From an optimization exercise on the open Yosys and OpenROAD flow, aimed at small area and a short achievable clock period; shortcuts taken in it are not production practice.
RTL that was checked went through simulation tests only; none was proved equivalent to the original.
Function not checked in run 1: the RTL went through the layout flow alone.
Power and IR drop assume default switching activity.

### flow/run.sh
#!/bin/bash
# synth_recipe.tcl (not shown) runs the flow's synth.tcl, then flattens the netlist and writes it again
# the make line also repeats each setting of config.mk as NAME=value (left out here)
make -C /OpenROAD-flow-scripts/flow DESIGN_CONFIG=/design/flow/config.mk WORK_HOME=/design/flow/orfs CLKGATE_MAP_FILE= SYNTH_SCRIPT=/design/flow/synth_recipe.tcl finish
### flow/config.mk
export PLATFORM = sky130hd
export DESIGN_NAME = gmii_rx_top
export DESIGN_NICKNAME = gmii_rx_top
export VERILOG_FILES = /design/flow/design.v
export SDC_FILE = /design/flow/constraint.sdc
export NUM_CORES = 4
export LEC_CHECK = 0
export CAP_MARGIN = 20
export CORE_MARGIN = 2
export CORE_UTILIZATION = 40
export SLEW_MARGIN = 20
### flow/constraint.sdc
create_clock -name core_clock -period 4.0 [get_ports {i_clk}]
set_input_delay 0.8000 -clock core_clock [delete_from_list [all_inputs] [get_ports {i_clk}]]
set_output_delay 0.8000 -clock core_clock [all_outputs]
set_load 0.01 [all_outputs]
### flow/design.v
`default_nettype none
`timescale 1ns/1ps
package gmii_rx_pkg;
        typedef logic [9-1:0] frame_word_t;
        typedef logic [19-1:0]   rx_ts_t;
        typedef logic [0:0]                 port_id_t;
        typedef enum logic [2:0] {
                RD_IDLE    = 3'd0,
                RD_HEAD    = 3'd1,
                RD_TRAN    = 3'd2,
                RD_DISCARD = 3'd3,
                RD_UFLOW   = 3'd4
        } rd_state_e;
        typedef enum logic {
                MG_IDLE = 1'b0,
                MG_HOLD = 1'b1
        } mg_state_e;
        typedef struct packed {
                logic        wr;
                frame_word_t word;
                rx_ts_t      ts;
                logic        tail;
                logic        underflow;
        } rx_beat_s;
        typedef struct packed {
                port_id_t port;
                rx_beat_s beat;
        } mrg_beat_s;
endpackage
`default_nettype wire
`timescale 1ns/1ps
`default_nettype none
module gmii_rx_top
(
        input  wire logic       i_clk,
        input  wire logic       i_rst_n,
        input  wire logic [7:0] i_rxd0,
        input  wire logic       i_rx_dv0,
        input  wire logic [7:0] i_rxd1,
        input  wire logic       i_rx_dv1,
        input  wire logic [18:0] i_timer,
        output logic            o_port,
        output logic            o_wr,
        output logic [8:0]      o_word,
        output logic [18:0]     o_ts,
        output logic            o_tail,
        output logic            o_underflow
);
        logic [1:0] dv;
        logic [7:0] rxd [2];
        assign dv     = {i_rx_dv1, i_rx_dv0};
        assign rxd[0] = i_rxd0;
        assign rxd[1] = i_rxd1;
        logic [1:0] bcnt [2];
        logic [7:0] hold [2];
        logic [1:0] wr;
        logic [1:0] wmark;
        logic [7:0] mem_d0 [64];
        logic [7:0] mem_d1 [64];
        logic [63:0] mem_m0;
        logic [63:0] mem_m1;
        logic [6:0] wptr [2];
        logic [6:0] rptr [2];
        logic [1:0] empty;
        logic [1:0] rd;
        logic [1:0] st_idle, st_head, st_tran, st_disc;
        logic [1:0] dly [2];
        logic [1:0] vld;
        logic [1:0] rmark;
        logic [7:0] rdata;
        logic [1:0] req, grant;
        logic       mg_hold, cur, prio;
        logic       b_wr, b_head, b_tail, b_uflow;
        logic [7:0] b_data;
        logic [18:0] timer_d;
        genvar p;
        generate
                for (p = 0; p < 2; p++) begin : g_port
                        always_ff @(posedge i_clk or negedge i_rst_n) begin
                                if (!i_rst_n) begin
                                        bcnt[p] <= 2'd0;
                                end else if (!dv[p]) begin
                                        bcnt[p] <= 2'd0;
                                end else if (!bcnt[p][1]) begin
                                        bcnt[p] <= bcnt[p] + 2'd1;
                                end
                        end
                        always_ff @(posedge i_clk) begin
                                hold[p] <= rxd[p];
                        end
                        assign wr[p]    = bcnt[p][1] | (bcnt[p][0] & dv[p]);
                        assign wmark[p] = bcnt[p][0] | !dv[p];
                        logic eq_w, eq_r;
                        assign eq_w = (7'(wptr[p] + 7'd1) == rptr[p]);
                        assign eq_r = (wptr[p] == 7'(rptr[p] + 7'd1));
                        always_ff @(posedge i_clk or negedge i_rst_n) begin
                                if (!i_rst_n) begin
                                        wptr[p]  <= '0;
                                        rptr[p]  <= '0;
                                        empty[p] <= 1'b1;
                                end else begin
                                        if (wr[p]) wptr[p] <= wptr[p] + 7'd1;
                                        if (rd[p]) rptr[p] <= rptr[p] + 7'd1;
                                        if (rd[p]) empty[p] <= !wr[p] && eq_r;
                                        else if (wr[p]) empty[p] <= eq_w;
                                end
                        end
                        assign req[p] = st_idle[p] && !empty[p];
                        always_comb begin
                                rd[p] = 1'b0;
                                if (st_idle[p]) rd[p] = grant[p] && !empty[p] && dly[p][1];
                                if (st_head[p]) rd[p] = !empty[p];
                                if (st_tran[p] || st_disc[p]) rd[p] = !empty[p] && !(vld[p] && rmark[p]);
                        end
                        always_ff @(posedge i_clk or negedge i_rst_n) begin
                                if (!i_rst_n) begin
                                        st_idle[p] <= 1'b1;
                                        st_head[p] <= 1'b0;
                                        st_tran[p] <= 1'b0;
                                        st_disc[p] <= 1'b0;
                                        dly[p]     <= 2'd0;
                                        vld[p]     <= 1'b0;
                                end else begin
                                        vld[p] <= rd[p];
                                        if (st_idle[p]) begin
                                                if (grant[p] && !empty[p]) begin
                                                        if (dly[p][1]) begin
                                                                dly[p]     <= 2'd0;
                                                                st_idle[p] <= 1'b0;
                                                                st_head[p] <= 1'b1;
                                                        end else begin
                                                                dly[p] <= dly[p] + 2'd1;
                                                        end
                                                end else begin
                                                        dly[p] <= 2'd0;
                                                end
                                        end
                                        if (st_head[p]) begin
                                                st_head[p] <= 1'b0;
                                                if (vld[p] && rmark[p]) st_tran[p] <= 1'b1;
                                                else st_disc[p] <= 1'b1;
                                        end
                                        if (st_tran[p]) begin
                                                if (!vld[p]) begin
                                                        st_tran[p] <= 1'b0;
                                                        st_disc[p] <= 1'b1;
                                                end else if (rmark[p]) begin
                                                        st_tran[p] <= 1'b0;
                                                        st_idle[p] <= 1'b1;
                                                end
                                        end
                                        if (st_disc[p]) begin
                                                if (vld[p] && rmark[p]) begin
                                                        st_disc[p] <= 1'b0;
                                                        st_idle[p] <= 1'b1;
                                                end
                                        end
                                end
                        end
                end
        endgenerate
        always_ff @(posedge i_clk) begin
                if (wr[0]) begin
                        mem_d0[wptr[0][5:0]] <= hold[0];
                        mem_m0[wptr[0][5:0]] <= wmark[0];
                end
                if (wr[1]) begin
                        mem_d1[wptr[1][5:0]] <= hold[1];
                        mem_m1[wptr[1][5:0]] <= wmark[1];
                end
        end
        logic [63:0] rsel0, rsel1;
        logic [7:0]  rd_d0, rd_d1;
        logic        rd_m0, rd_m1;
        always_comb begin
                for (int i = 0; i < 64; i++) begin
                        rsel0[i] = (rptr[0][5:0] == 6'(i));
                        rsel1[i] = (rptr[1][5:0] == 6'(i));
                end
                rd_d0 = '0;
                rd_d1 = '0;
                rd_m0 = |(mem_m0 & rsel0);
                rd_m1 = |(mem_m1 & rsel1);
                for (int i = 0; i < 64; i++) begin
                        rd_d0 = rd_d0 | (mem_d0[i] & {8{rsel0[i]}});
                        rd_d1 = rd_d1 | (mem_d1[i] & {8{rsel1[i]}});
                end
        end
        always_ff @(posedge i_clk) begin
                rmark[0] <= rd_m0;
                rmark[1] <= rd_m1;
                rdata    <= cur ? rd_d1 : rd_d0;
                b_data   <= rdata;
                timer_d  <= i_timer;
        end
        logic [1:0] e_head, e_body, e_tail, e_uflow;
        assign e_head  = st_head & vld & rmark;
        assign e_uflow = st_tran & ~vld;
        assign e_tail  = st_tran & vld & rmark;
        assign e_body  = st_tran & vld & ~rmark;
        always_ff @(posedge i_clk or negedge i_rst_n) begin
                if (!i_rst_n) begin
                        b_wr    <= 1'b0;
                        b_head  <= 1'b0;
                        b_tail  <= 1'b0;
                        b_uflow <= 1'b0;
                end else begin
                        b_wr    <= |(e_head | e_body | e_tail | e_uflow);
                        b_head  <= |e_head;
                        b_tail  <= |e_tail;
                        b_uflow <= |e_uflow;
                end
        end
        assign grant[0] = mg_hold && !cur;
        assign grant[1] = mg_hold && cur;
        always_ff @(posedge i_clk or negedge i_rst_n) begin
                if (!i_rst_n) begin
                        mg_hold     <= 1'b0;
                        cur         <= 1'b0;
                        prio        <= 1'b0;
                        o_port      <= 1'b0;
                        o_wr        <= 1'b0;
                        o_word      <= '0;
                        o_ts        <= '0;
                        o_tail      <= 1'b0;
                        o_underflow <= 1'b0;
                end else begin
                        if (!mg_hold) begin
                                if (req[0] || req[1]) begin
                                        mg_hold <= 1'b1;
                                        cur     <= (req[0] && req[1]) ? prio : req[1];
                                end
                        end else if (b_tail || b_uflow) begin
                                mg_hold <= 1'b0;
                                prio    <= !cur;
                        end
                        o_port      <= b_wr && cur;
                        o_wr        <= b_wr;
                        o_word[8]   <= b_head || b_tail || b_uflow;
                        o_word[7:0] <= (b_wr && !b_uflow) ? b_data : 8'd0;
                        o_ts        <= b_head ? timer_d : 19'd0;
                        o_tail      <= b_tail;
                        o_underflow <= b_uflow;
                end
        end
endmodule
`default_nettype wire
==> key figures, run 1 <==
Logic synthesis
  • Syn. warnings: 7
  • Synth Flop Type: edfxtp_1
  • Post-synthesis cell type count: 80
  • Adder-cell share of the synthesized area: 0.00445
  • Synth Instances: approximately 3400
  • Post-synth ARST share: 0.0673
  • Synthesized flop and latch total: between 1000 and 1500
  • Share of the synthesized area in the top cell type: 0.683
  • Simple-gate share of the synthesized area: 0.111
  • Synth Area in XOR/XNOR: 0.00986
  • Mapped cell area: 50600 µm²
  • Syn Nets: roughly 3400
  • Average cell area after synthesis: roughly 15 µm²
  • Mux share of post-synthesis cell area: 0.00863
  • Synth area leader: edfxtp_1
  • Register area share after synthesis: 0.747
  • EDFF count, synth: approximately 1200
  • Largest family of logic cells by synthesized area: simple AND/OR/NAND/NOR gates
  • Ranking of synthesized cells by area: edfxtp_1 68%, a22oi_1 5.8%, dfrtp_1 4.1%, dfxtp_1 2.1%, nor2_1 2.1%
  • Compound-cell area share of the yosys netlist: 0.106

Power and ir drop
  • Cell Pwr Density: between 500 and 600 nW/µm²
  • VDD IR max: 0.518 mV
  • Power Total: between 30 and 40 mW
  • Leakage power: roughly 21 nW

Routing
  • Vias per inst: 6.53
  • DR vias: approximately 36000
  • Total Wirelength: roughly 210000 µm
  • DRT antenna net count: 0
  • Mean routed wirelength per cell: about 38 µm
  • Initial drt markers: around 6500
  • DRC: 0
  • Drt pass-1 iters: 8

Timing
  • Final setup vio count: 1
  • Slew Limit Headroom: 0.153
  • Fin. Hold Viols: 0
  • RSZ-0062 raised after global routing: false
  • Worst clock skew: ~0.039 ns
  • Min Hold Slack: between 0.05 and 0.06 ns
  • Min cycle time layout: approximately 4 ns
  • Worst Tran Pin Value: roughly 1.3 ns
  • Fmax achieved: 248 MHz
  • Max Slew Vio Count: 0
  • Post-route setup slack: -0.0347 ns
  • Final period util: 1.01

GRT
  • GRT Total Usage: 0.321
  • Vias in the first global route: between 30000 and 40000
  • Grt ovf: 0
  • M1 GR Usage: 0.413
  • GR Layer Usage met2: 0.475
  • Initial antenna violation count: 12
  • Largest net degree at the start of global routing: roughly 70
  • First-pass GRT wire length: roughly 290000 µm
  • GRT busiest layer: met2
  • Met3 Use GR: 0.0942

Placement
  • Gpl congestion: 1.10
  • HPWL Detailed: roughly 150000 µm
  • IO buf count: 70
  • Pre-CTS setup slack: -0.165 ns

Hold path
  • Hold Crit Class: primary input to async pin

Finish
  • Fin nets: about 3900
  • Commonest non-fill, non-tap cell in the layout: edfxtp_1
  • FF/Latch Area: 37900 µm²
  • Most frequent cells in the layout: 1152 x edfxtp_1, 394 x a22oi_1, 353 x buf_4
  • Footprint of the multi-input gates: between 10000 and 15000 µm²
  • Filler cells: about 11000
  • Final core utilization: 0.480
  • Share of cells above drive strength 1: 0.175
  • Area grow syn2layout: 19.0%

CTS
  • H-tree Lvls: 4
  • Worst-skew pair later-pin latency: 0.81 ns
  • Clk sinks: about 1300
  • Clock Tree Buf Depth: 3
  • CTS buffer count: 137
  • Clock slew at reported path FFs: about 0.060 ns
  • Buffer count from post-CTS setup fixing: 0
  • CTS root buf: clkbuf_16
  • CTS tree: built
  • Post-CTS Hold Fix Bufs: 0

Setup path
  • Crit. End Element: register
  • Crit path required time: ~4.6 ns
  • Worst R2R Path Depth: 9
  • Worst R2R End: rdata[7]$_DFF_P_
  • R2R Setup Slk: -0.03 ns
  • Setup crit start kind: register
  • R2R Path Start: rptr[1][1]$_DFFE_PN0P_
  • Critical path arrival: 4.67 ns
  • Setup CP Type: register to register
  • CP max FO: 11

Floorplan
  • I/O Pins: between 70 and 80
  • Die Y: about 360 µm
  • Num rows: 130
  • Starting density of the core: 0.403
  • Die width: around 360 µm
  • Core Area: about 130000 µm²
  • Die area: between 100000 and 150000 µm²

Run status
  • Outcome: complete, but fails checks
  • Fail Reasons: negative setup slack

Job
  • Max_cap viols: 0
-- cell families after synthesis --
logic type	count (synthesis)
muxes	39
adders and majority gates	18
and+or+nand+nor	1080
xor gates and xnor gates	57
AOI/OAI and AO/OA	736
buffers and inverters	164
DFF	1292
-- critical path, stage by stage (launching register included) --
cell,delay (ns)
dfrtp_1,0.46
inv_1,0.11
ha_1,0.42
and3b_1,0.39
buf_4,0.21
and3_1,0.20
a2111oi_0,0.96
nand3_1,0.29
nor4_2,0.66
a22oi_1,0.15
-- report_power, final --
group / leakage [nW] / internal, mW / total, mW / switching [mW]
Sequential: 12.1 / 15.6 / 16.4 / 0.720
Combinational: 6.49 / 1.05 / 3.85 / 2.80
Clock: 2.22 / 7.20 / 12.8 / 5.63
Total: 20.8 / 23.9 / 33.0 / 9.15
-- layer usage --
| metal | vias to the layer above | routed length, µm |
|---|---|---|
| li1 | 14400 | - |
| met1 | 18200 | 75300 |
| met2 | 3119 | 91800 |
| met3 | 751 | 28200 |
| met4 | 12 | 16900 |
| met5 | - | 80 |
-- final cells by class --
cell class | count | share of cell area
clock buffer | 184 | 0.0634
antenna | 5 | 0.000208
tap | 1650 | 0.0343
inverter | 23 | 0.00143
sequential | 1292 | 0.628
multi-input combinational | 1930 | 0.204
timing repair buffer | 427 | 0.0567
clock inverter | 70 | 0.0117
-- timing repair --
item / CTS / global route
gates resized for setup: 2 / 5
setup endpoints to repair: 2 / 4
gates cloned: 0 / 0
endpoints found under the hold margin: 0 / 0
-- synthesized netlist by cell type (all sizes together) (6+ instances only) --
cell	number
o31ai	7
and3	158
nand2b	26
nand2	157
o21ai	129
and2	52
nor2b	15
nor4	38
a2111oi	50
or3	11
a22oi	394
a21oi	26
a222oi	6
nand4	90
xnor2	41
nor2	284
mux2	37
nand3	137
inv	21
or3b	8
a22o	54
edfxtp	1152
nor3b	15
ha	18
a31oi	6
nand3b	22
dfxtp	53
dfrtp	83
buf	28
clkbuf	113
and3b	10
xor2	16
nor3	39
a32oi	26
-- through the flow --
stage | TNS, ns | instance area (µm²) | instances
2_1_floorplan | 0 | 50600 | 3386
3_3_place_gp | -0.949 | 55600 | 5317
3_5_place_dp | -0.259 | 55700 | 5321
4_1_cts | 0 | 60200 | 5575
5_1_grt | 0 | 60200 | 5576
6_report | -0.0347 | 60300 | 5581
-- how the worst max path moves through the flow --
stage                                 from                       to  slack [ns]  cells after the start
CTS                 rptr[1][0]$_DFFE_PN0P_         rdata[6]$_DFF_P_       0.007                     10
detailed placement  rptr[1][0]$_DFFE_PN0P_         rdata[4]$_DFF_P_       -0.17                      9
global route        rptr[1][0]$_DFFE_PN0P_         rdata[6]$_DFF_P_        0.02                     10
floorplan                         i_rx_dv1  mem_d1[13][0]$_DFFE_PP_        0.75                      5
global placement    rptr[1][0]$_DFFE_PN0P_         rdata[7]$_DFF_P_       -0.48                      9
finish              rptr[1][1]$_DFFE_PN0P_         rdata[7]$_DFF_P_       -0.03                      9
-- state kept, by name, summed over array words and instances (netlist names), 2 cells and up, named ones only --
name	cells
mem_d0	512
mem_d1	512
mem_m0	64
mem_m1	64
o_ts	19
timer_d	19
hold	16
rptr	14
wptr	14
o_word	9
b_data	8
rdata	8
bcnt	4
dly	4
empty	2
rmark	2
st_disc	2
st_head	2
st_idle	2
vld	2
==> inputs of run 2 (changes only) <==
--- a/flow/design.v
+++ b/flow/design.v
@@ -55,13 +55,13 @@
         logic [7:0] hold [2];
         logic [1:0] wr;
         logic [1:0] wmark;
-        logic [7:0] mem_d0 [64];
-        logic [7:0] mem_d1 [64];
-        logic [63:0] mem_m0;
-        logic [63:0] mem_m1;
+        logic [8:0] mem0 [64];
+        logic [8:0] mem1 [64];
         logic [6:0] wptr [2];
         logic [6:0] rptr [2];
         logic [1:0] empty;
+        logic [7:0] rlo [2];
+        logic [7:0] rhi [2];
         logic [1:0] rd;
         logic [1:0] st_idle, st_head, st_tran, st_disc;
         logic [1:0] dly [2];
@@ -98,9 +98,13 @@
                                         wptr[p]  <= '0;
                                         rptr[p]  <= '0;
                                         empty[p] <= 1'b1;
+                                        rlo[p]   <= 8'd1;
+                                        rhi[p]   <= 8'd1;
                                 end else begin
                                         if (wr[p]) wptr[p] <= wptr[p] + 7'd1;
                                         if (rd[p]) rptr[p] <= rptr[p] + 7'd1;
+                                        if (rd[p]) rlo[p] <= {rlo[p][6:0], rlo[p][7]};
+                                        if (rd[p] && rlo[p][7]) rhi[p] <= {rhi[p][6:0], rhi[p][7]};
                                         if (rd[p]) empty[p] <= !wr[p] && eq_r;
                                         else if (wr[p]) empty[p] <= eq_w;
                                 end
@@ -160,36 +164,36 @@
                 end
         endgenerate
         always_ff @(posedge i_clk) begin
-                if (wr[0]) begin
-                        mem_d0[wptr[0][5:0]] <= hold[0];
-                        mem_m0[wptr[0][5:0]] <= wmark[0];
-                end
-                if (wr[1]) begin
-                        mem_d1[wptr[1][5:0]] <= hold[1];
-                        mem_m1[wptr[1][5:0]] <= wmark[1];
-                end
-        end
-        logic [63:0] rsel0, rsel1;
-        logic [7:0]  rd_d0, rd_d1;
-        logic        rd_m0, rd_m1;
+                if (wr[0]) mem0[wptr[0][5:0]] <= {wmark[0], hold[0]};
+                if (wr[1]) mem1[wptr[1][5:0]] <= {wmark[1], hold[1]};
+        end
+        logic [8:0] grp0 [8];
+        logic [8:0] grp1 [8];
+        logic [8:0] rd_w0, rd_w1;
+        logic [7:0] rd_d;
         always_comb begin
-                for (int i = 0; i < 64; i++) begin
-                        rsel0[i] = (rptr[0][5:0] == 6'(i));
-                        rsel1[i] = (rptr[1][5:0] == 6'(i));
-                end
-                rd_d0 = '0;
-                rd_d1 = '0;
-                rd_m0 = |(mem_m0 & rsel0);
-                rd_m1 = |(mem_m1 & rsel1);
-                for (int i = 0; i < 64; i++) begin
-                        rd_d0 = rd_d0 | (mem_d0[i] & {8{rsel0[i]}});
-                        rd_d1 = rd_d1 | (mem_d1[i] & {8{rsel1[i]}});
+                for (int h = 0; h < 8; h++) begin
+                        grp0[h] = '0;
+                        grp1[h] = '0;
+                        for (int l = 0; l < 8; l++) begin
+                                grp0[h] = grp0[h] | (mem0[8*h+l] & {9{rlo[0][l]}});
+                                grp1[h] = grp1[h] | (mem1[8*h+l] & {9{rlo[1][l]}});
+                        end
+                end
+                rd_w0 = '0;
+                rd_w1 = '0;
+                rd_d  = '0;
+                for (int h = 0; h < 8; h++) begin
+                        rd_w0 = rd_w0 | (grp0[h] & {9{rhi[0][h]}});
+                        rd_w1 = rd_w1 | (grp1[h] & {9{rhi[1][h]}});
+                        rd_d  = rd_d | (grp0[h][7:0] & {8{rhi[0][h] & !cur}})
+                                     | (grp1[h][7:0] & {8{rhi[1][h] & cur}});
                 end
         end
         always_ff @(posedge i_clk) begin
-                rmark[0] <= rd_m0;
-                rmark[1] <= rd_m1;
-                rdata    <= cur ? rd_d1 : rd_d0;
+                rmark[0] <= rd_w0[8];
+                rmark[1] <= rd_w1[8];
+                rdata    <= rd_d;
                 b_data   <= rdata;
                 timer_d  <= i_timer;
         end
--- a/flow/config.mk
+++ b/flow/config.mk
@@ -7,5 +7,8 @@
 export LEC_CHECK = 0
 export CAP_MARGIN = 20
 export CORE_MARGIN = 2
-export CORE_UTILIZATION = 40
+export CORE_UTILIZATION = 45
+export CTS_CLUSTER_DIAMETER = 100
+export CTS_CLUSTER_SIZE = 24
+export SETUP_SLACK_MARGIN = 1.5
 export SLEW_MARGIN = 20
==> key figures, run 2 <==
CTS
  • Clk sinks: 1324 (+2.5%)
  • Clock Tree Buf Depth: 3 (unchanged)
  • CTS buffer count: 66 (-52%)
  • H-tree Lvls: 3 (-1)
  • CTS root buf: clkbuf_16
  • Post-CTS Hold Fix Bufs: 0 (unchanged)
  • CTS tree: built
  • Clock slew at reported path FFs: 0.09 ns (+0.03 ns)
  • Worst-skew pair later-pin latency: 0.66 ns (-0.15 ns)

Placement
  • HPWL Detailed: 80400 µm (-46%)
  • Gpl congestion: 0.866 (-21%)
  • Dpl cell area: 51100 µm² (-8.2%)
  • Pre-CTS setup slack: 0.392 ns (+0.557 ns)
  • Dpl cells: 4180 (-21%)
  • IO buf count: 70 (unchanged)

Setup path
  • CP bufs+invs: 1 (-1)
  • Critical path arrival: 2.88 ns (-1.79 ns)
  • Setup crit start kind: primary input
  • Crit-path slowest cell: clkdlybuf4s50_1
  • Crit path required time: 4.30 ns (-0.34 ns)
  • Setup CP Type: primary input to register
  • Delay of the slowest cell on the worst path: 0.58 ns (-0.38 ns)
  • Top Family by Delay on Critical Path: simple AND/OR/NAND/NOR gates
  • Setup crit start: i_rx_dv1
  • Critical Path, Cell by Cell: clkdlybuf4s50_1 -> a21oi_2 -> nor2_1 -> nand2_1 -> nor2_2
  • R2R Path Start: rlo[0][5]$_DFFE_PN0P_
  • Crit. End Element: register
  • CP max FO: 9 (-2)

Power and ir drop
  • VDD IR max: 0.272 mV (-48%)
  • Cell Pwr Density: 462 nW/µm² (-16%)
  • Leakage power: 16.2 nW (-22%)
  • Power Total: 25.0 mW (-24%)

Floorplan
  • Starting density of the core: 0.454 (+0.0513)
  • Die area: 109000 µm² (-16%)
  • Num rows: 119 (-8.5%)
  • Core Area: 106000 µm² (-16%)
  • I/O Pins: 71 (unchanged)
  • Die width: 331 µm (-8.1%)
  • Die Y: 331 µm (-8.1%)

Routing
  • Top Layer Used: met5
  • Met3 wire length: 12700 µm (-55%)
  • DR vias: 27400 (-25%)
  • M1 WL: 54900 µm (-27%)
  • Initial drt markers: 4049 (-38%)
  • DRT antenna net count: 0 (unchanged)
  • Vias per inst: 6.33 (-3.0%)
  • Mean routed wirelength per cell: 31.0 µm (-18%)
  • Drt pass-1 iters: 5 (-3)
  • Met2 routed WL: 62500 µm (-32%)
  • DRC: 0 (unchanged)
  • Total Wirelength: 134000 µm (-37%)

Logic synthesis
  • Share of the synthesized area in the top cell type: 0.721 (+0.0377)
  • Mapped cell area: 48000 µm² (-5.2%)
  • Post-synth ARST share: 0.0899 (+0.0225)
  • EDFF count, synth: 1152 (unchanged)
  • Synth area leader: edfxtp_1
  • Most frequent cell after synthesis: edfxtp_1
  • Synthesized flop and latch total: 1324 (+2.5%)
  • Register area share after synthesis: 0.805 (+0.0580)
  • Post-synthesis cell type count: 57 (-29%)
  • Average cell area after synthesis: 17.5 µm² (+17%)
  • Commonest cells in the netlist: 1152 x edfxtp_1, 584 x a22oi_1, 155 x nor2_1
  • Ranking of synthesized cells by area: edfxtp_1 72%, a22oi_1 9.1%, dfrtp_1 5.8%, a41oi_1 2.3%, dfxtp_1 2.2%
  • Synth Flop Type: edfxtp_1
  • Syn. warnings: 11 (+4)
  • Synth Instances: 2734 (-19%)
  • Syn Nets: 2777 (-19%)

GRT
  • First-pass GRT wire length: 190000 µm (-34%)
  • GRT Total Usage: 0.240 (-0.0815)
  • Grt ovf: 0 (unchanged)
  • Vias in the first global route: 26500 (-21%)
  • Largest net degree at the start of global routing: 97 (+37%)
  • Initial antenna violation count: 4 (-8)

Timing
  • Setup TNS: 0 ns (+0.0347 ns)
  • Min Hold Slack: 0.252 ns (+0.194 ns)
  • Max Slew Vio Count: 0 (unchanged)
  • Slew Limit Headroom: 0.371 (+0.218)
  • Worst clock skew: 0.0249 ns (-0.0137 ns)
  • Min cycle time layout: 2.58 ns (-1.45 ns)
  • Fin. Hold Viols: 0 (unchanged)
  • Post-route setup slack: 1.42 ns (+1.45 ns)
  • Worst Tran Pin Value: 0.943 ns (-0.320 ns)
  • Final period util: 0.646 (-0.363)
  • RSZ-0062 raised after global routing: true
  • Fmax achieved: 387 MHz (+56%)
  • Final setup vio count: 0 (-1)

Hold path
  • Hold Crit Class: primary input to async pin

Finish
  • Area grow syn2layout: 12.8%
  • Fin nets: 2924 (-24%)
  • Fin cells: 4326 (-22%)
  • Share of cells above drive strength 1: 0.147 (-0.0287)
  • Most frequent cells in the layout: 1152 x edfxtp_1, 582 x a22oi_1, 153 x buf_4
  • N_diodes: 0 (-5)
  • Final core utilization: 0.513 (+0.0328)
  • Design area: 54100 µm² (-10%)
  • Commonest non-fill, non-tap cell in the layout: edfxtp_1

Job
  • Max_cap viols: 0 (unchanged)

Run status
  • Outcome: complete, no violations
-- run 2: cell count changes in the layout (fill, tap and decap cells not counted), moves of 28 or more --
| cell | previous run | this run |
|---|---|---|
| a2111oi_0 | 44 | 0 |
| a22o_1 | 54 | 0 |
| a22oi_1 | 394 | 582 |
| a41oi_1 | 1 | 117 |
| and3_1 | 158 | 3 |
| buf_4 | 353 | 153 |
| clkbuf_16 | 140 | 73 |
| nand2_1 | 157 | 45 |
| nand3_1 | 137 | 18 |
| nand4_1 | 90 | 31 |
| nor2_1 | 255 | 115 |
| nor3_1 | 36 | 8 |
| o21ai_0 | 127 | 13 |
-- run 2: per-layer routing --
layer  global-route usage  up-vias
met5                    0        -
met4               0.0718        4
met3               0.0356      177
met2                0.376     1553
met1                0.350    14200
li1                     -    11500
-- run 2: cells by family (layout without fill, tap and decap cells) --
family / after synthesis / in the layout / synth area share
compound gates: 757 / 757 / 0.121
buf+inv: 176 / 377 / 0.0141
xor+xnor: 52 / 52 / 0.00949
mux: 35 / 35 / 0.00822
fa+ha+maj: 4 / 4 / 0.00104
flops: 1324 / 1324 / 0.805
simple gates: 386 / 386 / 0.0402
-- run 2: final timing paths --
check,endpoint,slack (ns),depth (start not counted)
max,mem1[8][5]$_DFFE_PP_,1.42,5
min,o_ts[12]$_DFF_PN0_,0.25,1
max reg2reg,rdata[5]$_DFF_P_,1.47,5
min reg2reg,b_data[4]$_DFF_P_,0.34,0
max in group asynchronous,rhi[1][0]$_DFFE_PN1P_,2.83,2
min in group core_clock,b_data[4]$_DFF_P_,0.34,0
-- run 2: final cells by class --
class,instances,area [µm²]
inverter,7,26.3
clock buffer,118,2000
clock inverter,4,53.8
sequential,1324,38800
tap,1391,1740
timing repair buffer,248,2370
fill,8396,51400
multi-input combinational,1234,9170
-- run 2: power breakdown --
part	internal (mW)	leakage (nW)	switching (mW)
clock	3.46	0.978	4.26
combinational	0.416	2.85	0.923
sequential	15.4	12.4	0.531
total	19.3	16.2	5.71
-- run 2: what timing repair did --
| action | 4_1_cts | 5_1_grt |
|---|---|---|
| setup buffers | 12 | 12 |
| endpoints found under the setup margin | 365 | 453 |
| pin swaps | 5 | 12 |
| resized for setup | 90 | 41 |
==> inputs of run 3 (changes only) <==
--- a/flow/config.mk
+++ b/flow/config.mk
@@ -10,5 +10,5 @@
 export CORE_UTILIZATION = 45
 export CTS_CLUSTER_DIAMETER = 100
 export CTS_CLUSTER_SIZE = 24
-export SETUP_SLACK_MARGIN = 1.5
+export SETUP_SLACK_MARGIN = 2.0
 export SLEW_MARGIN = 20
==> key figures, run 3 <==
Finish
  • Commonest non-fill, non-tap cell in the layout: edfxtp_1
  • Area grow syn2layout: 17.0%
  • Most frequent cells in the layout: 1152 x edfxtp_1, 492 x a22oi_1, 109 x nor2_4
  • Fin nets: 2917 (-0.24%)
  • Filler cells: 8107 (-3.4%)
  • Design area: 56100 µm² (+3.7%)
  • Share of cells above drive strength 1: 0.249 (+0.103)
  • N_diodes: 0 (unchanged)

Floorplan
  • Starting density of the core: 0.454 (unchanged)
  • Die width: 331 µm (unchanged)
  • Core Area: 106000 µm² (unchanged)
  • Die Y: 331 µm (unchanged)
  • Num rows: 119 (unchanged)
  • Die area: 109000 µm² (unchanged)
  • I/O Pins: 71 (unchanged)

Routing
  • Initial drt markers: 4197 (+3.7%)
  • Mean routed wirelength per cell: 33.0 µm (+6.3%)
  • Vias per inst: 6.53 (+3.2%)
  • Total Wirelength: 142000 µm (+6.1%)
  • DR vias: 28200 (+3.0%)
  • DRT antenna net count: 0 (unchanged)
  • DRC: 0 (unchanged)
  • Drt pass-1 iters: 6 (+1)

Logic synthesis
  • Share of the synthesized area in the top cell type: 0.721 (unchanged)
  • Register area share after synthesis: 0.805 (unchanged)
  • Commonest cells in the netlist: 1152 x edfxtp_1, 584 x a22oi_1, 155 x nor2_1
  • Post-synth ARST share: 0.0899 (unchanged)
  • Synthesized flop and latch total: 1324 (unchanged)
  • EDFF count, synth: 1152 (unchanged)
  • Syn Nets: 2777 (unchanged)
  • Average cell area after synthesis: 17.5 µm² (unchanged)
  • Ranking of synthesized cells by area: edfxtp_1 72%, a22oi_1 9.1%, dfrtp_1 5.8%, a41oi_1 2.3%, dfxtp_1 2.2%
  • Syn. warnings: 11 (unchanged)
  • Post-synthesis cell type count: 57 (unchanged)
  • Synth area leader: edfxtp_1
  • Synth Flop Type: edfxtp_1
  • Synth Instances: 2734 (unchanged)
  • Mapped cell area: 48000 µm² (unchanged)
  • Most frequent cell after synthesis: edfxtp_1

Setup path
  • CP max FO: 14 (+5)
  • Critical Path, Cell by Cell: buf_12 -> buf_8 -> a22oi_2 -> a41oi_2 -> nor4_2 -> buf_4 -> nand4_1
  • Setup CP Type: register to register
  • Top Family by Delay on Critical Path: flip-flops
  • Critical path arrival: 2.74 ns (-0.14 ns)
  • Crit path required time: 4.59 ns (+0.29 ns)
  • Crit-path slowest cell: dfrtp_4
  • Setup crit start kind: register
  • Delay of the slowest cell on the worst path: 0.59 ns (about the same)
  • Crit. End Element: register
  • CP bufs+invs: 3 (+2)

Placement
  • HPWL Detailed: 82700 µm (+2.8%)
  • Gpl congestion: 0.941 (+8.7%)
  • Dpl cell area: 51200 µm² (+0.23%)
  • IO buf count: 70 (unchanged)

GRT
  • Largest net degree at the start of global routing: 68 (-30%)
  • Vias in the first global route: 26800 (+0.99%)
  • First-pass GRT wire length: 198000 µm (+4.6%)
  • Initial antenna violation count: 5 (+1)
  • Grt ovf: 0 (unchanged)
  • GRT Total Usage: 0.255 (+0.0149)

Power and ir drop
  • VDD IR max: 0.413 mV (+52%)
  • Clock power frac: 0.286 (-0.023)
  • Cell Pwr Density: 444 nW/µm² (-3.9%)
  • Sw power: 6.05 mW (+5.9%)
  • Combinational fraction of design power: 0.070 (+0.016)
  • Internal: 18.9 mW (-2.1%)
  • Leakage power: 16.3 nW (+0.88%)
  • Power Total: 24.9 mW (-0.30%)
  • Sequential Power Share: 0.643 (+0.005)
  • Switching Share: 0.243 (+0.0142)

Job
  • Max_cap viols: 0 (unchanged)

Timing
  • Slew Limit Headroom: 0.306 (-0.0654)
  • Min cycle time layout: 2.14 ns (-0.440 ns)
  • Setup TNS: 0 ns (unchanged)
  • Fmax achieved: 467 MHz (+21%)
  • Final setup vio count: 0 (unchanged)
  • Max Slew Vio Count: 0 (unchanged)
  • Worst Tran Pin Value: 1.04 ns (+0.0982 ns)
  • RSZ-0062 raised after global routing: true
  • Final period util: 0.536 (-0.110)
  • Worst clock skew: 0.0302 ns (+0.00531 ns)
  • Fin. Hold Viols: 0 (unchanged)

Hold path
  • Hold Crit Class: primary input to async pin

CTS
  • Worst-skew pair later-pin latency: 0.73 ns (+0.07 ns)
  • CTS tree: built
  • Clk sinks: 1324 (unchanged)
  • CTS root buf: clkbuf_16
  • CTS buffer count: 61 (-7.6%)
  • Clock slew at reported path FFs: 0.10 ns (about the same)
  • Clock Tree Buf Depth: 3 (unchanged)
  • H-tree Lvls: 2 (-1)

Run status
  • Outcome: complete, no violations
[run 3: path summary, 6_finish.rpt]
check / depth (start not counted) / slack (ns) / endpoint / start
worst max-delay path: 7 / 1.86 / rdata[5]$_DFF_P_ / rlo[0][4]$_DFFE_PN0P_
worst max register to register: 7 / 1.86 / rdata[5]$_DFF_P_ / rlo[0][4]$_DFFE_PN0P_
worst min register to register: 0 / 0.33 / b_data[1]$_DFF_P_ / rdata[1]$_DFF_P_
max in group asynchronous: 2 / 3.00 / rlo[1][2]$_DFFE_PN0P_ / i_rst_n
worst min-delay path: 1 / 0.07 / rhi[0][2]$_DFFE_PN0P_ / i_rst_n
min in group core_clock: 0 / 0.33 / b_data[1]$_DFF_P_ / rdata[1]$_DFF_P_
[run 3: kinds of logic (layout without fill, tap and decap cells)]
group,after synthesis,in the layout,share of synthesized area
AO/OA/AOI/OAI,757,757,0.121
XOR/XNOR,52,52,0.00949
adder cells (fa/ha/maj),4,4,0.00104
buffers and inverters,176,361,0.0141
flip-flops,1324,1324,0.805
multiplexers,35,35,0.00822
AND/OR/NAND/NOR,386,394,0.0402
[run 3: power by group through the flow]
stage / registers (mW) / logic, mW / clock network [mW]
2_1_floorplan: 15.9 / 1.13 / 0
3_3_place_gp: 16.3 / 1.49 / 0
3_5_place_dp: 16.3 / 1.50 / 0
5_1_grt: 16.1 / 1.84 / 7.69
6_report: 16.0 / 1.75 / 7.14
4_1_cts: 16.0 / 1.69 / 7.24
[run 3: stage by stage]
stage / setup slack, ns / hold WS [ns] / std cells / utilization
4_1_cts: 1.88 / 0.0698 / 4292 / 0.520
3_3_place_gp: 0.654 / 0.315 / 4100 / 0.485
5_1_grt: 1.84 / 0.101 / 4318 / 0.532
3_5_place_dp: 0.560 / 0.315 / 4100 / 0.485
6_report: 1.86 / 0.0745 / 4318 / 0.532
2_1_floorplan: 1.87 / 0.310 / 2734 / -
[run 3: repair_timing]
| item | CTS | global route |
|---|---|---|
| buffers inserted | 69 | 20 |
| setup endpoints to repair | 1242 | 699 |
| cloned | 7 | 6 |
| resized for setup | 346 | 164 |
| pin swaps | 51 | 73 |
| hold buffers | 0 | 0 |
[run 3: layout make-up]
class                   count  area (µm²)  area share
clock buffers             111        1710      0.0305
well taps                1391        1740      0.0310
inverters                   7        28.8    0.000513
repair buffers            238        2580      0.0460
flip-flops and latches   1324       38800       0.691
clock inverters             5        66.3     0.00118
multi-input cells        1242       11200       0.200
[run 3: per-layer routing]
layer / GRT usage / part of all wire
met5: 0 / 0
met4: 0.0967 / 0.041
met3: 0.0398 / 0.11
met2: 0.395 / 0.46
met1: 0.366 / 0.39
==> inputs of run 4 (changes only) <==
--- a/flow/config.mk
+++ b/flow/config.mk
@@ -10,5 +10,5 @@
 export CORE_UTILIZATION = 45
 export CTS_CLUSTER_DIAMETER = 100
 export CTS_CLUSTER_SIZE = 24
-export SETUP_SLACK_MARGIN = 2.0
+export SETUP_SLACK_MARGIN = 2.4
 export SLEW_MARGIN = 20
==> key figures, run 4 <==
Routing
  • DRC: 0 (unchanged)
  • DR vias: 30900 (+9.6%)
  • Vias per inst: 6.59 (+0.92%)
  • Initial drt markers: 5352 (+28%)
  • Mean routed wirelength per cell: 34.7 µm (+5.3%)
  • Total Wirelength: 163000 µm (+14%)
  • DRT antenna net count: 0 (unchanged)
  • Drt pass-1 iters: 6 (unchanged)

Finish
  • Fin nets: 3286 (+13%)
  • Share of cells above drive strength 1: 0.363 (+0.114)
  • Commonest non-fill, non-tap cell in the layout: edfxtp_1
  • Most frequent cells in the layout: 1152 x edfxtp_1, 456 x a22oi_1, 251 x nor2_4
  • Area grow syn2layout: 29.8%

Power and ir drop
  • Cell Pwr Density: 454 nW/µm² (+2.3%)
  • Combinational fraction of design power: 0.183 (+0.113)
  • VDD IR max: 0.345 mV (-16%)
  • Sw power: 7.73 mW (+28%)
  • Switching Share: 0.273 (+0.0307)
  • Sequential Power Share: 0.562 (-0.081)
  • Power Total: 28.3 mW (+13%)
  • Internal: 20.6 mW (+8.9%)
  • Leakage power: 18.5 nW (+13%)
  • Clock power frac: 0.255 (-0.031)

Setup path
  • CP max FO: 11 (-3)
  • Critical path arrival: 2.79 ns (+0.05 ns)
  • Crit path required time: 4.58 ns (about the same)
  • Crit. End Element: register
  • Setup CP Type: register to register
  • Setup crit start kind: register
  • R2R Setup Slk: 1.79 ns (-0.07 ns)

Placement
  • HPWL Detailed: 82100 µm (-0.73%)
  • Pre-CTS setup slack: 0.979 ns (+0.419 ns)
  • Gpl congestion: 0.918 (-2.4%)
  • IO buf count: 70 (unchanged)

Timing
  • Slew Limit Headroom: 0.282 (-0.0234)
  • Max Slew Vio Count: 0 (unchanged)
  • Fin. Hold Viols: 0 (unchanged)
  • Worst clock skew: 0.0313 ns (+0.00110 ns)
  • Post-route setup slack: 1.79 ns (-0.0710 ns)
  • Setup TNS: 0 ns (unchanged)
  • Fmax achieved: 452 MHz (-3.2%)
  • RSZ-0062 raised after global routing: true
  • Worst Tran Pin Value: 1.08 ns (+0.0351 ns)
  • Min cycle time layout: 2.21 ns (+0.0710 ns)
  • Final period util: 0.554 (+0.0177)
  • Final setup vio count: 0 (unchanged)

Floorplan
  • Die Y: 331 µm (unchanged)
  • Die area: 109000 µm² (unchanged)
  • I/O Pins: 71 (unchanged)
  • Die width: 331 µm (unchanged)
  • Num rows: 119 (unchanged)
  • Core Area: 106000 µm² (unchanged)
  • Starting density of the core: 0.454 (unchanged)

GRT
  • First-pass GRT wire length: 219000 µm (+10%)
  • Initial antenna violation count: 3 (-2)
  • Largest net degree at the start of global routing: 82 (+21%)
  • GR Layer Usage met2: 0.423 (+0.0277)
  • Grt ovf: 0 (unchanged)
  • M1 GR Usage: 0.398 (+0.0322)
  • GRT busiest layer: met2
  • Met3 Use GR: 0.0726 (+0.0328)
  • GRT Total Usage: 0.283 (+0.0279)
  • Vias in the first global route: 29300 (+9.6%)

Logic synthesis
  • Post-synth ARST share: 0.0899 (unchanged)
  • Average cell area after synthesis: 17.5 µm² (unchanged)
  • Syn Nets: 2777 (unchanged)
  • Register area share after synthesis: 0.805 (unchanged)
  • Commonest cells in the netlist: 1152 x edfxtp_1, 584 x a22oi_1, 155 x nor2_1
  • Synth Flop Type: edfxtp_1
  • Mapped cell area: 48000 µm² (unchanged)
  • Synthesized flop and latch total: 1324 (unchanged)
  • Most frequent cell after synthesis: edfxtp_1
  • Synth area leader: edfxtp_1
  • Ranking of synthesized cells by area: edfxtp_1 72%, a22oi_1 9.1%, dfrtp_1 5.8%, a41oi_1 2.3%, dfxtp_1 2.2%
  • EDFF count, synth: 1152 (unchanged)
  • Post-synthesis cell type count: 57 (unchanged)
  • Synth Instances: 2734 (unchanged)
  • Share of the synthesized area in the top cell type: 0.721 (unchanged)
  • Syn. warnings: 11 (unchanged)

CTS
  • Worst-skew pair later-pin latency: 0.72 ns (about the same)
  • Clk sinks: 1324 (unchanged)
  • Post-CTS Hold Fix Bufs: 0 (unchanged)
  • Clock slew at reported path FFs: 0.10 ns (about the same)
  • CTS root buf: clkbuf_16
  • CTS tree: built
  • CTS buffer count: 61 (unchanged)
  • H-tree Lvls: 2 (unchanged)
  • Clock Tree Buf Depth: 3 (unchanged)

Hold path
  • Hold Crit Class: primary input to async pin

Run status
  • Outcome: complete, no violations

Job
  • Max_cap viols: 0 (unchanged)
run 4: power groups by stage:
| stage | combinational, mW | sequential, mW | clock (mW) |
|---|---|---|---|
| floorplan | 1.40 | 15.9 | 0 |
| global placement | 1.63 | 16.3 | 0 |
| detailed placement | 1.65 | 16.3 | 0 |
| CTS | 4.33 | 15.9 | 7.26 |
| global route | 5.29 | 15.9 | 7.74 |
| finish | 5.18 | 15.9 | 7.21 |
run 4: layout make-up:
type | instances | area [µm²]
Antenna cell | 1 | 2.50
Clock buffer | 113 | 1770
Clock inverter | 3 | 32.5
Fill cell | 7412 | 43300
Inverter | 7 | 43.8
Multi-Input combinational cell | 1376 | 13900
Sequential cell | 1324 | 38800
Tap cell | 1391 | 1740
Timing Repair Buffer | 473 | 6020
run 4: cell families after synthesis:
group | count (synthesis) | synth area share
compound gates | 757 | 0.121
xor+xnor | 52 | 0.00949
fa+ha+maj | 4 | 0.00104
buf+inv | 176 | 0.0141
flops | 1324 | 0.805
mux | 35 | 0.00822
simple gates | 386 | 0.0402
run 4: path summary, 6_finish.rpt:
path                                        from                    end  cells after the start
hold reg to reg                 rdata[7]$_DFF_P_      b_data[7]$_DFF_P_                      0
setup reg to reg           rlo[0][1]$_DFFE_PN0P_       rdata[3]$_DFF_P_                      7
min in group core_clock         rdata[7]$_DFF_P_      b_data[7]$_DFF_P_                      0
setup / recovery           rlo[0][1]$_DFFE_PN0P_       rdata[3]$_DFF_P_                      7
max in group asynchronous                i_rst_n   empty[1]$_DFFE_PN1P_                      2
hold / removal                           i_rst_n  rhi[0][4]$_DFFE_PN0P_                      1
run 4: repair_timing:
action / CTS / global route
cloned: 150 / 23
gates resized for setup: 634 / 287
pin swaps: 271 / 208
setup endpoints to repair: 1378 / 1245
buffers inserted: 225 / 96
run 4: worst max-delay path: stages, from the launching register on:
cell	delay, ns
dfrtp_4	0.53
buf_12	0.17
buf_12	0.14
clkbuf_16	0.19
a22oi_1	0.32
a41oi_1	0.36
nor4_2	0.25
nand4_1	0.11
run 4: metrics by stage:
step,std cells,hold slack (ns),area (µm²),util
floorplan,2734,0.310,49300,-
global placement,4077,0.373,51600,0.489
detailed placement,4077,0.371,51600,0.489
CTS,4568,0.122,59600,0.564
global route,4688,0.151,62300,0.590
finish,4688,0.0942,62300,0.590
run 4: routing by layer:
layer	vias to the layer above	share of wire	wire, µm
met1	15700	0.37	60800
met5	-	0.000086	14
met4	2	0.046	7540
met3	381	0.14	22500
met2	2444	0.44	72000
li1	12400	-	-
==> inputs of run 5 (changes only) <==
--- a/flow/config.mk
+++ b/flow/config.mk
@@ -10,5 +10,5 @@
 export CORE_UTILIZATION = 45
 export CTS_CLUSTER_DIAMETER = 100
 export CTS_CLUSTER_SIZE = 24
-export SETUP_SLACK_MARGIN = 2.4
+export SETUP_SLACK_MARGIN = 1.8
 export SLEW_MARGIN = 20
==> key figures, run 5 <==
Run status
  • Outcome: complete, no violations

Logic synthesis
  • Synth Area in XOR/XNOR: 0.00949 (unchanged)
  • Ranking of synthesized cells by area: edfxtp_1 72%, a22oi_1 9.1%, dfrtp_1 5.8%, a41oi_1 2.3%, dfxtp_1 2.2%
  • Synthesized flop and latch total: 1324 (unchanged)
  • Synth area leader: edfxtp_1
  • Synth Flop Type: edfxtp_1
  • Commonest cells in the netlist: 1152 x edfxtp_1, 584 x a22oi_1, 155 x nor2_1
  • Most frequent cell after synthesis: edfxtp_1
  • Largest family of logic cells by synthesized area: compound AO/OA/AOI/OAI gates
  • Syn. warnings: 11 (unchanged)
  • Syn Nets: 2777 (unchanged)
  • Post-synth ARST share: 0.0899 (unchanged)
  • Average cell area after synthesis: 17.5 µm² (unchanged)
  • Compound-cell area share of the yosys netlist: 0.121 (unchanged)
  • EDFF count, synth: 1152 (unchanged)
  • Post-synthesis cell type count: 57 (unchanged)
  • Register area share after synthesis: 0.805 (unchanged)
  • Simple-gate share of the synthesized area: 0.0402 (unchanged)
  • Mux share of post-synthesis cell area: 0.00822 (unchanged)
  • Adder-cell share of the synthesized area: 0.00104 (unchanged)
  • Synth Instances: 2734 (unchanged)
  • Share of the synthesized area in the top cell type: 0.721 (unchanged)
  • Mapped cell area: 48000 µm² (unchanged)

Hold path
  • Hold Crit Class: primary input to async pin

Finish
  • Most frequent cells in the layout: 1152 x edfxtp_1, 526 x a22oi_1, 149 x buf_4
  • Area grow syn2layout: 15.8%
  • Fin nets: 2969 (-9.6%)
  • Design area: 55600 µm² (-11%)
  • FF/Latch Area: 38800 µm² (about the same)
  • Footprint of the multi-input gates: 10200 µm² (-27%)
  • Share of cells above drive strength 1: 0.202 (-0.161)
  • Filler cells: 8182 (+10%)
  • Fin cells: 4371 (-6.8%)
  • Commonest non-fill, non-tap cell in the layout: edfxtp_1

GRT
  • Grt ovf: 0 (unchanged)
  • Vias in the first global route: 27000 (-8.0%)
  • First-pass GRT wire length: 195000 µm (-11%)
  • Largest net degree at the start of global routing: 98 (+20%)
  • Initial antenna violation count: 4 (+1)
  • GRT Total Usage: 0.249 (-0.0341)

Floorplan
  • Die Y: 331 µm (unchanged)
  • I/O Pins: 71 (unchanged)
  • Num rows: 119 (unchanged)
  • Core Area: 106000 µm² (unchanged)
  • Die area: 109000 µm² (unchanged)
  • Starting density of the core: 0.454 (unchanged)
  • Die width: 331 µm (unchanged)

Setup path
  • Setup crit start kind: register
  • R2R Setup Slk: 1.73 ns (-0.06 ns)
  • Setup CP Type: register to register
  • CP max FO: 11 (unchanged)
  • Critical path arrival: 2.76 ns (-0.03 ns)
  • Crit path required time: 4.49 ns (-0.09 ns)
  • Crit. End Element: register

Timing
  • Setup TNS: 0 ns (unchanged)
  • Final setup vio count: 0 (unchanged)
  • Slew Limit Headroom: 0.224 (-0.0580)
  • Min Hold Slack: 0.239 ns (+0.145 ns)
  • Final period util: 0.568 (+0.0144)
  • Max Slew Vio Count: 0 (unchanged)
  • Worst Tran Pin Value: 1.16 ns (+0.0846 ns)
  • RSZ-0062 raised after global routing: true
  • Worst clock skew: 0.0375 ns (+0.00621 ns)
  • Min cycle time layout: 2.27 ns (+0.0576 ns)
  • Fmax achieved: 440 MHz (-2.5%)
  • Fin. Hold Viols: 0 (unchanged)

Power and ir drop
  • Cell Pwr Density: 446 nW/µm² (-1.9%)
  • Leakage power: 16.6 nW (-10%)
  • VDD IR max: 0.351 mV (+1.8%)
  • Power Total: 24.8 mW (-12%)

CTS
  • Clock Tree Buf Depth: 3 (unchanged)
  • Worst-skew pair later-pin latency: 0.70 ns (-0.02 ns)
  • Clk sinks: 1324 (unchanged)
  • H-tree Lvls: 2 (unchanged)
  • Post-CTS Hold Fix Bufs: 0 (unchanged)
  • CTS buffer count: 61 (unchanged)
  • Clock slew at reported path FFs: 0.09 ns (about the same)
  • CTS root buf: clkbuf_16
  • CTS tree: built

Placement
  • Gpl congestion: 0.903 (-1.7%)
  • HPWL Detailed: 80000 µm (-2.5%)
  • Dpl cells: 4165 (+2.2%)
  • IO buf count: 70 (unchanged)
  • Dpl cell area: 51000 µm² (-1.1%)

Routing
  • DRC: 0 (unchanged)
  • DR vias: 28100 (-9.2%)
  • Vias per inst: 6.42 (-2.6%)
  • DRT antenna net count: 0 (unchanged)
  • Total Wirelength: 139000 µm (-15%)
  • Drt pass-1 iters: 9 (+3)
  • Mean routed wirelength per cell: 31.8 µm (-8.5%)
  • Initial drt markers: 3949 (-26%)

Job
  • Max_cap viols: 0 (unchanged)
==> run 5: cell counts after synthesis <==
Identical to the previous run, type by type.
==> run 5: power breakdown <==
group	switching, mW	internal (mW)
logic	1.09	0.452
clock network	4.17	3.10
registers	0.526	15.4
==> run 5: critical path, stage by stage (launching register included) <==
cell and delay [ns]:
dfrtp_4 0.51, buf_4 0.17, buf_8 0.16, a22oi_1 0.17
a41oi_1 0.13, buf_4 0.21, nor4_4 0.40, nand4_1 0.28
==> run 5: kinds of logic after synthesis <==
group	after synthesis
xor+xnor	52
flops	1324
simple gates	386
compound gates	757
mux	35
fa+ha+maj	4
buf+inv	176
==> run 5: per-layer routing <==
| metal | part of all wire | global-route usage |
|---|---|---|
| met5 | 0 | 0 |
| met4 | 0.036 | 0.0850 |
| met3 | 0.10 | 0.0441 |
| met2 | 0.46 | 0.389 |
| met1 | 0.40 | 0.354 |
==> run 5: timing repair <==
item,CTS,global route
buffers inserted,59,22
pin swaps,23,45
gates resized for setup,247,127
cloned,0,8
endpoints found under the setup margin,831,741
==> run 5: area by class of cell <==
type / count / area share
Inverter: 7 / 0.000473
Sequential cell: 1324 / 0.698
Clock inverter: 4 / 0.000968
Timing Repair Buffer: 292 / 0.0541
Multi-Input combinational cell: 1240 / 0.183
Tap cell: 1391 / 0.0313
Clock buffer: 112 / 0.0321
Antenna cell: 1 / 0.0000450
==> run 5: worst paths after layout <==
kind                            cells past startpoint                   from               endpoint
worst max-delay path                                7  rlo[1][7]$_DFFE_PN0P_       rdata[4]$_DFF_P_
worst min-delay path                                1                i_rst_n     o_ts[13]$_DFF_PN0_
worst max register to register                      7  rlo[1][7]$_DFFE_PN0P_       rdata[4]$_DFF_P_
worst min register to register                      0       rdata[4]$_DFF_P_      b_data[4]$_DFF_P_
max in group asynchronous                           2                i_rst_n  rhi[0][0]$_DFFE_PN1P_
min in group core_clock                             0       rdata[4]$_DFF_P_      b_data[4]$_DFF_P_
==> run 5: stage by stage <==
stage	setup slack, ns	util
after floorplan	1.67	-
after global placement	0.537	0.483
after detailed placement	0.467	0.483
after CTS	1.68	0.517
after global routing	1.73	0.526
final	1.73	0.526
==> inputs of run 6 (changes only) <==
--- a/flow/config.mk
+++ b/flow/config.mk
@@ -7,8 +7,8 @@
 export LEC_CHECK = 0
 export CAP_MARGIN = 20
 export CORE_MARGIN = 2
-export CORE_UTILIZATION = 45
+export CORE_UTILIZATION = 55
 export CTS_CLUSTER_DIAMETER = 100
 export CTS_CLUSTER_SIZE = 24
-export SETUP_SLACK_MARGIN = 1.8
+export SETUP_SLACK_MARGIN = 2.0
 export SLEW_MARGIN = 20
==> key figures, run 6 <==
Run status
  • Outcome: complete, no violations

Routing
  • Mean routed wirelength per cell: 35.0 µm (+10%)
  • Vias per inst: 6.86 (+6.8%)
  • DR vias: 28100 (+0.064%)
  • Total Wirelength: 143000 µm (+3.3%)
  • Initial drt markers: 4234 (+7.2%)
  • DRT antenna net count: 0 (unchanged)
  • Drt pass-1 iters: 5 (-4)
  • DRC: 0 (unchanged)

Power and ir drop
  • Power Total: 24.9 mW (+0.36%)
  • Sw power: 5.98 mW (+3.3%)
  • VDD IR max: 0.335 mV (-4.6%)
  • Leakage power: 16.5 nW (-0.60%)
  • Cell Pwr Density: 440 nW/µm² (-1.3%)
  • Combinational fraction of design power: 0.070 (+0.008)
  • Sequential Power Share: 0.645 (about the same)
  • Switching Share: 0.241 (+0.00693)
  • Internal: 18.9 mW (-0.55%)
  • Clock power frac: 0.285 (-0.009)

Hold path
  • Hold Crit Class: primary input to async pin

Setup path
  • Worst path depth: 5 (-2)
  • Critical Path, Cell by Cell: buf_6 -> a22oi_2 -> nand4_1 -> a22oi_1 -> nand4_1
  • R2R Setup Slk: 1.74 ns (about the same)
  • CP most frequent cell: nand4_1
  • Setup CP Type: register to register
  • Crit-path slowest cell: dfrtp_4
  • Crit path required time: 4.41 ns (-0.08 ns)
  • CP bufs+invs: 1 (-2)
  • Worst R2R Path Depth: 5 (-2)
  • Delay of the slowest cell on the worst path: 0.59 ns (+0.08 ns)
  • Setup crit start kind: register
  • CP max FO: 18 (+7)
  • Critical path arrival: 2.67 ns (-0.09 ns)
  • Worst R2R End: rmark[0]$_DFF_P_
  • Crit. End Element: register
  • Top Family by Delay on Critical Path: simple AND/OR/NAND/NOR gates
  • R2R Path Start: rlo[0][4]$_DFFE_PN0P_

CTS
  • CTS tree: built
  • Clock slew at reported path FFs: 0.10 ns (about the same)
  • Post-CTS Hold Fix Bufs: 0 (unchanged)
  • Worst-skew pair later-pin latency: 0.68 ns (-0.02 ns)
  • CTS root buf: clkbuf_16
  • H-tree Lvls: 2 (unchanged)
  • Clock Tree Buf Depth: 3 (unchanged)
  • CTS buffer count: 61 (unchanged)
  • Clk sinks: 1324 (unchanged)

Logic synthesis
  • Synth Flop Type: edfxtp_1
  • Syn Nets: 2777 (unchanged)
  • Post-synthesis cell type count: 57 (unchanged)
  • Post-synth ARST share: 0.0899 (unchanged)
  • Register area share after synthesis: 0.805 (unchanged)
  • Synthesized flop and latch total: 1324 (unchanged)
  • Average cell area after synthesis: 17.5 µm² (unchanged)
  • Commonest cells in the netlist: 1152 x edfxtp_1, 584 x a22oi_1, 155 x nor2_1
  • Synth Instances: 2734 (unchanged)
  • Synth area leader: edfxtp_1
  • Mapped cell area: 48000 µm² (unchanged)
  • Most frequent cell after synthesis: edfxtp_1
  • Syn. warnings: 11 (unchanged)
  • EDFF count, synth: 1152 (unchanged)
  • Ranking of synthesized cells by area: edfxtp_1 72%, a22oi_1 9.1%, dfrtp_1 5.8%, a41oi_1 2.3%, dfxtp_1 2.2%
  • Share of the synthesized area in the top cell type: 0.721 (unchanged)

GRT
  • First-pass GRT wire length: 203000 µm (+3.6%)
  • GRT Total Usage: 0.318 (+0.0690)
  • Grt ovf: 0 (unchanged)
  • Initial antenna violation count: 0 (-4)
  • Largest net degree at the start of global routing: 90 (-8.2%)
  • Vias in the first global route: 27300 (+1.1%)

Finish
  • Fin nets: 2930 (-1.3%)
  • Footprint of the multi-input gates: 11600 µm² (+14%)
  • Commonest non-fill, non-tap cell in the layout: edfxtp_1
  • Area grow syn2layout: 17.7%
  • Filler cells: 5836 (-29%)
  • N_diodes: 0 (-1)
  • Most frequent cells in the layout: 1152 x edfxtp_1, 460 x a22oi_1, 124 x a22oi_2
  • Fin cells: 4094 (-6.3%)
  • Share of cells above drive strength 1: 0.268 (+0.0660)
  • FF/Latch Area: 38800 µm² (about the same)

Timing
  • Final setup vio count: 0 (unchanged)
  • Min Hold Slack: 0.188 ns (-0.0513 ns)
  • Slew Limit Headroom: 0.317 (+0.0927)
  • Setup TNS: 0 ns (unchanged)
  • RSZ-0062 raised after global routing: true
  • Worst clock skew: 0.0263 ns (-0.0112 ns)
  • Fin. Hold Viols: 0 (unchanged)
  • Worst Tran Pin Value: 1.02 ns (-0.137 ns)
  • Fmax achieved: 442 MHz (+0.39%)
  • Min cycle time layout: 2.26 ns (-0.00885 ns)
  • Post-route setup slack: 1.74 ns (+0.00885 ns)
  • Final period util: 0.566 (-0.00221)
  • Max Slew Vio Count: 0 (unchanged)

Placement
  • Pre-CTS setup slack: 0.519 ns (+0.0513 ns)
  • HPWL Detailed: 81500 µm (+1.9%)
  • Gpl congestion: 0.894 (-1.0%)
  • IO buf count: 70 (unchanged)
  • Dpl cells: 3860 (-7.3%)

Floorplan
  • Core Area: 86600 µm² (-18%)
  • Die Y: 299 µm (-9.4%)
  • I/O Pins: 71 (unchanged)
  • Starting density of the core: 0.554 (+0.0994)
  • Die width: 299 µm (-9.4%)
  • Die area: 89600 µm² (-18%)
  • Num rows: 108 (-9.2%)

Job
  • Max_cap viols: 0 (unchanged)
==> run 6: repair_timing <==
item | CTS | global route
pin swaps | 86 | 67
setup buffers | 90 | 13
endpoints found under the setup margin | 1233 | 440
cloned | 14 | 2
resized for setup | 455 | 113
==> run 6: how the worst max path moves through the flow <==
stage,from,endpoint,slack [ns]
after floorplan,i_rx_dv0,mem0[37][0]$_DFFE_PP_,1.87
after global placement,i_rx_dv1,mem1[1][8]$_DFFE_PP_,0.63
after detailed placement,i_rx_dv1,mem1[1][6]$_DFFE_PP_,0.52
after CTS,rlo[0][4]$_DFFE_PN0P_,rmark[0]$_DFF_P_,1.81
after global routing,rlo[0][4]$_DFFE_PN0P_,rdata[1]$_DFF_P_,1.78
final,rlo[0][4]$_DFFE_PN0P_,rmark[0]$_DFF_P_,1.74
==> run 6: metrics by stage <==
stage / utilization / cell area [µm²]
floorplan: - / 48700
global placement: 0.588 / 50900
detailed placement: 0.588 / 50900
CTS: 0.642 / 55600
global route: 0.652 / 56500
finish: 0.652 / 56500
==> run 6: routing by layer <==
layer  vias to the layer above  part of all wire  track usage
met4                         0             0.033       0.0902
met3                       227              0.12       0.0749
met5                         -                 0            0
met2                      1855              0.44        0.467
met1                     14500              0.40        0.479
li1                      11500                 -            -
==> run 6: cells by family (layout without fill, tap and decap cells) <==
kind of cell,Yosys count,in the layout,synth area share
AOI/OAI and AO/OA,757,757,0.121
and+or+nand+nor,386,389,0.0402
DFF,1324,1324,0.805
buffers and inverters,176,378,0.0141
xor gates and xnor gates,52,52,0.00949
adders and majority gates,4,4,0.00104
muxes,35,35,0.00822
==> run 6: area by class of cell <==
type,instances,share of cell area
inverter,7,0.000510
clock inverter,3,0.000665
clock buffer,112,0.0304
tap,1155,0.0256
multi-input combinational,1237,0.205
timing repair buffer,256,0.0513
sequential,1324,0.687
==> run 6: power by group through the flow <==
stage / logic (mW) / clock network (mW) / registers, mW
detailed placement: 1.47 / 0 / 16.3
finish: 1.73 / 7.09 / 16.0
global placement: 1.45 / 0 / 16.3
global route: 1.81 / 7.59 / 16.1
floorplan: 1.13 / 0 / 15.9
CTS: 1.68 / 7.13 / 16.0
==> inputs of run 7 (changes only) <==
--- a/flow/config.mk
+++ b/flow/config.mk
@@ -7,7 +7,7 @@
 export LEC_CHECK = 0
 export CAP_MARGIN = 20
 export CORE_MARGIN = 2
-export CORE_UTILIZATION = 55
+export CORE_UTILIZATION = 50
 export CTS_CLUSTER_DIAMETER = 100
 export CTS_CLUSTER_SIZE = 24
 export SETUP_SLACK_MARGIN = 2.0
==> key figures, run 7 <==
Setup path
  • Crit path required time: 4.45 ns (+0.04 ns)
  • Delay of the slowest cell on the worst path: 0.59 ns (about the same)
  • Crit-path slowest cell: dfrtp_4
  • Top Family by Delay on Critical Path: flip-flops
  • Crit. End Element: register
  • R2R Setup Slk: 1.81 ns (+0.08 ns)
  • Setup crit start kind: register
  • CP max FO: 7 (-11)

Logic synthesis
  • EDFF count, synth: 1152 (unchanged)
  • Synth Instances: 2734 (unchanged)
  • Synthesized flop and latch total: 1324 (unchanged)
  • Share of the synthesized area in the top cell type: 0.721 (unchanged)
  • Register area share after synthesis: 0.805 (unchanged)
  • Mapped cell area: 48000 µm² (unchanged)
  • Syn Nets: 2777 (unchanged)
  • Syn. warnings: 11 (unchanged)
  • Average cell area after synthesis: 17.5 µm² (unchanged)
  • Synth area leader: edfxtp_1
  • Synth Flop Type: edfxtp_1

Placement
  • Dpl cells: 3963 (+2.7%)
  • Pre-CTS setup slack: 0.699 ns (+0.180 ns)
  • IO buf count: 70 (unchanged)
  • HPWL Detailed: 82200 µm (+0.77%)
  • Gpl congestion: 0.913 (+2.2%)

Run status
  • Outcome: complete, no violations

Power and ir drop
  • VDD IR max: 0.384 mV (+15%)
  • Combinational fraction of design power: 0.084 (+0.014)
  • Sw power: 6.25 mW (+4.4%)
  • Switching Share: 0.247 (+0.00600)
  • Internal: 19.1 mW (+1.1%)
  • Leakage power: 16.5 nW (-0.36%)
  • Cell Pwr Density: 446 nW/µm² (+1.4%)

GRT
  • GRT Total Usage: 0.287 (-0.0310)
  • Largest net degree at the start of global routing: 66 (-27%)
  • First-pass GRT wire length: 202000 µm (-0.39%)
  • Vias in the first global route: 27300 (+0.14%)

CTS
  • Clock Tree Buf Depth: 3 (unchanged)
  • Worst-skew pair later-pin latency: 0.70 ns (+0.02 ns)
  • CTS buffer count: 61 (unchanged)
  • H-tree Lvls: 2 (unchanged)
  • CTS tree: built
  • Post-CTS Hold Fix Bufs: 0 (unchanged)
  • Clock slew at reported path FFs: 0.10 ns (about the same)

Floorplan
  • Die Y: 314 µm (+4.8%)
  • I/O Pins: 71 (unchanged)
  • Die area: 98400 µm² (+9.9%)
  • Die width: 314 µm (+4.8%)

Timing
  • Fin. Hold Viols: 0 (unchanged)
  • Fmax achieved: 457 MHz (+3.5%)
  • Min cycle time layout: 2.19 ns (-0.0765 ns)
  • Final period util: 0.547 (-0.0191)
  • Post-route setup slack: 1.81 ns (+0.0765 ns)
  • Min Hold Slack: 0.0956 ns (-0.0925 ns)
  • Final setup vio count: 0 (unchanged)
  • RSZ-0062 raised after global routing: true
  • Worst clock skew: 0.0211 ns (-0.00521 ns)
  • Setup TNS: 0 ns (unchanged)
  • Worst Tran Pin Value: 1.07 ns (+0.0418 ns)

Routing
  • Drt pass-1 iters: 8 (+3)
  • DRT antenna net count: 0 (unchanged)
  • Total Wirelength: 144000 µm (+0.68%)
  • DR vias: 28700 (+2.0%)
  • DRC: 0 (unchanged)
  • Vias per inst: 6.77 (-1.3%)

Finish
  • Area grow syn2layout: 18.3%
  • Filler cells: 6840 (+17%)
  • Most frequent cells in the layout: 1152 x edfxtp_1, 468 x a22oi_1, 142 x nor2_4
  • Fin nets: 2959 (+0.99%)
  • Final core utilization: 0.597 (-0.0547)

Job
  • Max_cap viols: 0 (unchanged)

Hold path
  • Hold Crit Class: primary input to async pin
run 7: kinds of logic after synthesis:
family / Yosys count / share of synthesized area
adders and majority gates: 4 / 0.00104
xor gates and xnor gates: 52 / 0.00949
muxes: 35 / 0.00822
AOI/OAI and AO/OA: 757 / 0.121
and+or+nand+nor: 386 / 0.0402
buffers and inverters: 176 / 0.0141
DFF: 1324 / 0.805
run 7: stage by stage:
step	total power [mW]	cell area, µm²
2_1_floorplan	17.0	48700
3_3_place_gp	17.8	51000
3_5_place_dp	17.8	51000
4_1_cts	25.2	55800
5_1_grt	26.0	56700
6_report	25.3	56700
run 7: cell type report:
cell class | count | area share
flip-flops and latches | 1324 | 0.684
multi-input cells | 1280 | 0.211
repair buffers | 242 | 0.0452
clock buffers | 112 | 0.0310
well taps | 1265 | 0.0279
inverters | 7 | 0.000728
clock inverters | 4 | 0.000595
run 7: final timing paths:
| kind | endpoint | depth (start not counted) | start |
|---|---|---|---|
| max | rmark[1]$_DFF_P_ | 6 | rlo[1][3]$_DFFE_PN0P_ |
| min | bcnt[0][0]$_DFFE_PN0P_ | 1 | i_rst_n |
| max reg2reg | rmark[1]$_DFF_P_ | 6 | rlo[1][3]$_DFFE_PN0P_ |
| min reg2reg | b_data[5]$_DFF_P_ | 0 | rdata[5]$_DFF_P_ |
| max in group asynchronous | empty[1]$_DFFE_PN1P_ | 2 | i_rst_n |
| min in group core_clock | b_data[5]$_DFF_P_ | 0 | rdata[5]$_DFF_P_ |
run 7: what timing repair did:
action | CTS | global route
setup buffers | 88 | 17
endpoints found under the setup margin | 1244 | 769
cloned | 43 | 7
pin swaps | 117 | 67
gates resized for setup | 460 | 137
run 7: worst reg2reg max path, stage by stage, from the launching register on:
cell	delay, ns
dfrtp_4	0.59
buf_12	0.20
buf_8	0.16
a22oi_2	0.18
nand4_1	0.23
a22oi_2	0.26
nand4_1	0.34
run 7: power groups by stage:
stage / registers (mW) / clock network, mW / logic [mW]
final: 16.0 / 7.18 / 2.13
after global routing: 16.1 / 7.71 / 2.23
after CTS: 16.0 / 7.25 / 1.94
after detailed placement: 16.3 / 0 / 1.48
after global placement: 16.3 / 0 / 1.47
after floorplan: 15.9 / 0 / 1.13
run 7: per-layer routing:
layer,routed length [µm],GRT usage,share of wire
met4,5240,0.0913,0.036
met3,17000,0.0502,0.12
met1,57600,0.430,0.40
met2,64600,0.430,0.45
met5,0,0,0

[separate check: timing with driven ports]
The flow's constraints put no driver on any port. The routed layouts listed below were extracted and timed again, unchanged, in two steps.
Step 1 sets driving cells, clkbuf_16 on the clock port and buf_2 on the other inputs (assumed; they add their load-dependent delay and slew).
Step 2, shift: input delay + t, output delay - t, t = (earliest + latest rising clock arrival at the registers) / 2. This alone moves slack from input paths to output paths.
Slacks: ideal ports / drivers / drivers and shift; pairs: ideal ports / drivers.
run | shift t [ns] | slack for setup (ns)
run 1 | 0.868 | -0.035 / -0.035 / -0.035
run 2 | 0.715 | 1.417 / 1.457 / 0.742
run 3 | 0.786 | 1.857 / 1.857 / 1.274
run 4 | 0.768 | 1.786 / 1.786 / 1.446
run 5 | 0.767 | 1.728 / 1.728 / 1.133
run 6 | 0.737 | 1.737 / 1.737 / 1.378
run 7 | 0.757 | 1.814 / 1.804 / 1.349
